Context: an optimization exercise on an open-source flow, tuned for small area, a short achievable clock period and few clock cycles. The choices shown serve that exercise and are no tape-out recipe. The RTL was checked by simulation tests, not by an equivalence proof against the original design. No activity file was given, so power comes from the tool's default toggle rates.

## before
==> module circular_list_engine, before the edit <==
module circular_list_engine #(
  parameter int CAPACITY = 32
) (
  input  logic                clk,
  input  logic                rst_n,
  input  logic                in_tvalid,
  output logic                in_tready,
  input  logic [31:0]         in_tdata,    
  input  logic [1:0]          in_tuser,    
  output logic                out_tvalid,
  input  logic                out_tready,
  output logic [31:0]         out_tdata,   
  output logic [1:0]          out_tuser,   
  output logic                out_tlast
);
  localparam int N     = 32;
  localparam int CNT_W = 6;
  localparam logic [1:0] CMD_INSERT  = 2'd0;
  localparam logic [1:0] CMD_DELETE  = 2'd1;
  localparam logic [1:0] CMD_DISPLAY = 2'd2;
  localparam logic [1:0] CMD_NONE    = 2'd3;
  localparam logic [1:0] ST_OK       = 2'd0;
  localparam logic [1:0] ST_FULL     = 2'd1;
  localparam logic [1:0] ST_EMPTY    = 2'd2;
  localparam logic [1:0] ST_NOTFOUND = 2'd3;
  function automatic logic [N-1:0] lowest(input logic [N-1:0] x);
    logic [7:0] gany;
    logic [7:0] gsel;
    for (int g = 0; g < 8; g++) gany[g] = |x[4*g +: 4];
    for (int g = 0; g < 8; g++) gsel[g] = gany[g] & ~|(gany & ((8'(1) << g) - 8'(1)));
    for (int i = 0; i < N; i++)
      lowest[i] = x[i] & gsel[i/4] & ~|(x[(i/4)*4 +: 4] & ((4'(1) << (i%4)) - 4'(1)));
  endfunction
  logic [31:0]      mem [N];
  logic [N-1:0]     live;
  logic [N-1:0]     pclr;       
  logic [N-1:0]     head;       
  logic [N:0]       alloc;      
  logic [CNT_W-1:0] cnt;        
  logic             rv;
  logic [1:0]       rcmd;
  logic             rfull;
  logic [N-1:0]     rhits;      
  logic [N-1:0]     rsel;       
  logic [CNT_W-1:0] rleft;      
  logic             rlast;      
  logic             pf;         
  logic [31:0]      pd;         
  logic             rdy;        
  logic             ov, sv;
  logic [31:0]      od, sd;
  logic [1:0]       os, ss;
  logic             ol, sl;
  logic         full, is_del, is_dsp;
  logic [N-1:0] tlive, hits, rest, del_pick, dsp_pick;
  logic         found;
  logic [31:0]  rd;
  logic         s2_fire, step, fill;
  logic [31:0]  nd;
  logic [1:0]   ns;
  logic         nl;
  assign full   = alloc[N];
  assign is_del = (rcmd == CMD_DELETE);
  assign is_dsp = (rcmd == CMD_DISPLAY);
  assign tlive    = live & ~pclr;
  assign hits     = rhits & ~pclr;
  assign del_pick = lowest(hits);
  assign rest     = hits & ~rsel;
  assign dsp_pick = lowest(rest);
  assign found    = |hits;
  always_comb begin
    rd = '0;
    for (int i = 0; i < N; i++) rd = rd | ({32{rsel[i]}} & mem[i]);
  end
  assign step    = rv && !sv;
  assign fill    = is_dsp && !pf && (rleft != '0);
  assign s2_fire = step && !fill;
  always_comb begin
    nd = '0;
    nl = 1'b1;
    unique case (rcmd)
      CMD_INSERT: ns = rfull ? ST_FULL : ST_OK;
      CMD_DELETE: ns = found ? ST_OK : ((cnt == '0) ? ST_EMPTY : ST_NOTFOUND);
      default: begin
        nd = pf ? pd : '0;
        if (rleft == '0) begin
          ns = ST_EMPTY;
        end else begin
          ns = ST_OK;
          nl = rlast;
        end
      end
    endcase
  end
  logic             acc, ins_ok, dec;
  logic [N-1:0]     cmp;
  logic [N-1:0]     live_set, live_nxt;
  logic [N-1:0]     second, head_nxt;
  logic [CNT_W-1:0] cnt_up, cnt_dn, cnt_nxt, cnt_dsp;
  logic             rv_nxt, sv_nxt, rlast_nxt;
  assign in_tready = rdy;
  assign acc       = in_tvalid && rdy;
  assign ins_ok    = acc && (in_tuser == CMD_INSERT) && !full;
  assign dec       = s2_fire && is_del && found;
  always_comb begin
    for (int i = 0; i < N; i++) cmp[i] = (mem[i] == in_tdata);
  end
  assign live_set  = ins_ok ? alloc[N-1:0] : '0;
  assign live_nxt  = tlive | live_set;
  assign second   = lowest(tlive & ~head);
  assign head_nxt = (s2_fire && is_del && |(hits & head)) ? ((|second) ? second : live_set)
                                         : ((|head) ? head : live_set);
  assign cnt_up  = cnt + CNT_W'(1);
  assign cnt_dn  = cnt - CNT_W'(1);
  assign cnt_nxt = (ins_ok == dec) ? cnt : (ins_ok ? cnt_up : cnt_dn);
  assign cnt_dsp = dec ? cnt_dn : cnt;
  always_comb begin
    rlast_nxt = rlast;
    if (rdy) rlast_nxt = (in_tuser != CMD_DISPLAY) || (cnt_dsp == '0);
    else if (step && fill) rlast_nxt = (rleft == CNT_W'(1));
    else if (s2_fire && is_dsp) rlast_nxt = (rleft == CNT_W'(2));
  end
  assign rv_nxt = rdy ? (in_tvalid && (in_tuser != CMD_NONE)) : rv;
  assign sv_nxt = (!ov || out_tready) ? 1'b0 : (sv || s2_fire);
  always_ff @(posedge clk) begin
    for (int i = 0; i < N; i++)
      if (alloc[i]) mem[i] <= in_tdata;
  end
  always_ff @(posedge clk) begin
    if (!rst_n) begin
      live  <= '0;
      pclr  <= '0;
      head  <= '0;
      alloc <= (N+1)'(1);
      cnt   <= '0;
      rv    <= 1'b0;
      pf    <= 1'b0;
      rdy   <= 1'b1;
      ov    <= 1'b0;
      sv    <= 1'b0;
    end else begin
      live <= live_nxt;
      if (s2_fire && is_del) pclr <= del_pick;
      head <= head_nxt;
      if (ins_ok) alloc <= alloc << 1;
      cnt  <= cnt_nxt;
      rv   <= rv_nxt;
      if (rdy) pf <= 1'b0;
      else if (step && fill) pf <= 1'b1;
      rdy  <= !rv_nxt || (!sv_nxt && rlast_nxt);
      if (!ov || out_tready) ov <= sv || s2_fire;
      sv   <= sv_nxt;
    end
  end
  always_ff @(posedge clk) begin
    rlast <= rlast_nxt;
    if (rdy) begin
      rcmd  <= in_tuser;
      rfull <= full;
      rhits <= tlive & ((in_tuser == CMD_DISPLAY) ? '1 : cmp);
      rsel  <= (in_tuser == CMD_DISPLAY) ? head_nxt : '0;
      rleft <= cnt_dsp;
    end else if (step && is_dsp) begin
      rhits <= rest;
      rsel  <= dsp_pick;
      if (!fill) rleft <= rleft - CNT_W'(1);
    end
    if (step && is_dsp) pd <= rd;
    if (!ov || out_tready) begin
      if (sv) begin
        od <= sd;
        os <= ss;
        ol <= sl;
      end else if (s2_fire) begin
        od <= nd;
        os <= ns;
        ol <= nl;
      end
    end else if (s2_fire) begin
      sd <= nd;
      ss <= ns;
      sl <= nl;
    end
  end
  assign out_tvalid = ov;
  assign out_tdata  = od;
  assign out_tuser  = os;
  assign out_tlast  = ol;
endmodule
make LEC_CHECK=0 CAP_MARGIN=20 CORE_MARGIN=2 CORE_UTILIZATION=50 SETUP_SLACK_MARGIN=2.6 SLEW_MARGIN=20 finish   # period 5.0 ns
run.sh (not shown) runs the stock make flow with config.mk's settings and CLKGATE_MAP_FILE= SYNTH_SCRIPT=/design/flow/synth_recipe.tcl, a recipe that flattens the netlist after the stock synthesis.
before: done, clean on timing, DRC and antenna
Testbench counts of before, summed over its fixed seeds: cycles 19,057.
Input changes introduced in after (baseline for comparison: before):
--- a/flow/design.v
+++ b/flow/design.v
@@ -45,6 +45,4 @@
   logic [CNT_W-1:0] rleft;      
   logic             rlast;      
-  logic             pf;         
-  logic [31:0]      pd;         
   logic             rdy;        
   logic             ov, sv;
@@ -56,5 +54,5 @@
   logic         found;
   logic [31:0]  rd;
-  logic         s2_fire, step, fill;
+  logic         s2_fire;
   logic [31:0]  nd;
   logic [1:0]   ns;
@@ -73,7 +71,5 @@
     for (int i = 0; i < N; i++) rd = rd | ({32{rsel[i]}} & mem[i]);
   end
-  assign step    = rv && !sv;
-  assign fill    = is_dsp && !pf && (rleft != '0);
-  assign s2_fire = step && !fill;
+  assign s2_fire = rv && !sv;
   always_comb begin
     nd = '0;
@@ -83,5 +79,5 @@
       CMD_DELETE: ns = found ? ST_OK : ((cnt == '0) ? ST_EMPTY : ST_NOTFOUND);
       default: begin
-        nd = pf ? pd : '0;
+        nd = rd;
         if (rleft == '0) begin
           ns = ST_EMPTY;
@@ -98,4 +94,5 @@
   logic [N-1:0]     second, head_nxt;
   logic [CNT_W-1:0] cnt_up, cnt_dn, cnt_nxt, cnt_dsp;
+  logic             dsp_le1;
   logic             rv_nxt, sv_nxt, rlast_nxt;
   assign in_tready = rdy;
@@ -115,8 +112,8 @@
   assign cnt_nxt = (ins_ok == dec) ? cnt : (ins_ok ? cnt_up : cnt_dn);
   assign cnt_dsp = dec ? cnt_dn : cnt;
+  assign dsp_le1 = dec ? (cnt <= CNT_W'(2)) : (cnt <= CNT_W'(1));
   always_comb begin
     rlast_nxt = rlast;
-    if (rdy) rlast_nxt = (in_tuser != CMD_DISPLAY) || (cnt_dsp == '0);
-    else if (step && fill) rlast_nxt = (rleft == CNT_W'(1));
+    if (rdy) rlast_nxt = (in_tuser != CMD_DISPLAY) || dsp_le1;
     else if (s2_fire && is_dsp) rlast_nxt = (rleft == CNT_W'(2));
   end
@@ -135,5 +132,4 @@
       cnt   <= '0;
       rv    <= 1'b0;
-      pf    <= 1'b0;
       rdy   <= 1'b1;
       ov    <= 1'b0;
@@ -146,6 +142,4 @@
       cnt  <= cnt_nxt;
       rv   <= rv_nxt;
-      if (rdy) pf <= 1'b0;
-      else if (step && fill) pf <= 1'b1;
       rdy  <= !rv_nxt || (!sv_nxt && rlast_nxt);
       if (!ov || out_tready) ov <= sv || s2_fire;
@@ -161,10 +155,9 @@
       rsel  <= (in_tuser == CMD_DISPLAY) ? head_nxt : '0;
       rleft <= cnt_dsp;
-    end else if (step && is_dsp) begin
+    end else if (s2_fire && is_dsp) begin
       rhits <= rest;
       rsel  <= dsp_pick;
-      if (!fill) rleft <= rleft - CNT_W'(1);
+      rleft <= rleft - CNT_W'(1);
     end
-    if (step && is_dsp) pd <= rd;
     if (!ov || out_tready) begin
       if (sv) begin
## What came out
Wire: after routes more than before. Relative to before, hold slack increased by 0.020 ns in after. Status: post-synthesis share of cell area spent on full adders, half adders and majority gates parity (after, before). The lower buffer count excluding the clock tree in the final layout of after and before is in before. From before to after the numbers moved as follows: maximum buffer depth of the clock tree has remained practically unchanged; area taken by flip-flops and latches dropped 2.6%; internal power of the cells stayed essentially flat. Against before, after reports a chip width that is lower. Taking before as the reference point, the sequential area share after synthesis of after falls by 0.56 points. before has a lower wire length of the first global-routing pass than after. Summary: die outline area, after better than before. Higher maximum ir drop on the vdd rail among after and before: after.
Testbench counts of after, summed over its fixed seeds: cycles 17,775.

-- separate check: timing with driven ports --
In the flow no input, the clock included, has a driving cell. The finished layouts below were timed again as built, in two steps.
Step 1 sets driving cells, clkbuf_16 on the clock port and buf_2 on the other inputs (assumed; they add their load-dependent delay and slew).
Step 2 also shifts input and output timing later by t, the mid clock arrival at the registers, as if the neighbouring blocks saw the same clock.
Three values: ideal, step 1, step 2; two values: the first two.
run	t, ns	slack for setup (ns)	worst setup path at the end	clock arrival spread, ns	worst register clock-pin slew, ns
before	0.893	2.080 / 1.983 / 1.091	input to register	0.033 / 0.033	0.07 / 0.07
after	0.907	1.660 / 1.660 / 1.309	input to register	0.038 / 0.038	0.07 / 0.07
After both steps every run listed still meets setup and hold. The setup slack of before, which loses most, moves by -0.097 ns with the drivers and by -0.989 ns with both steps.
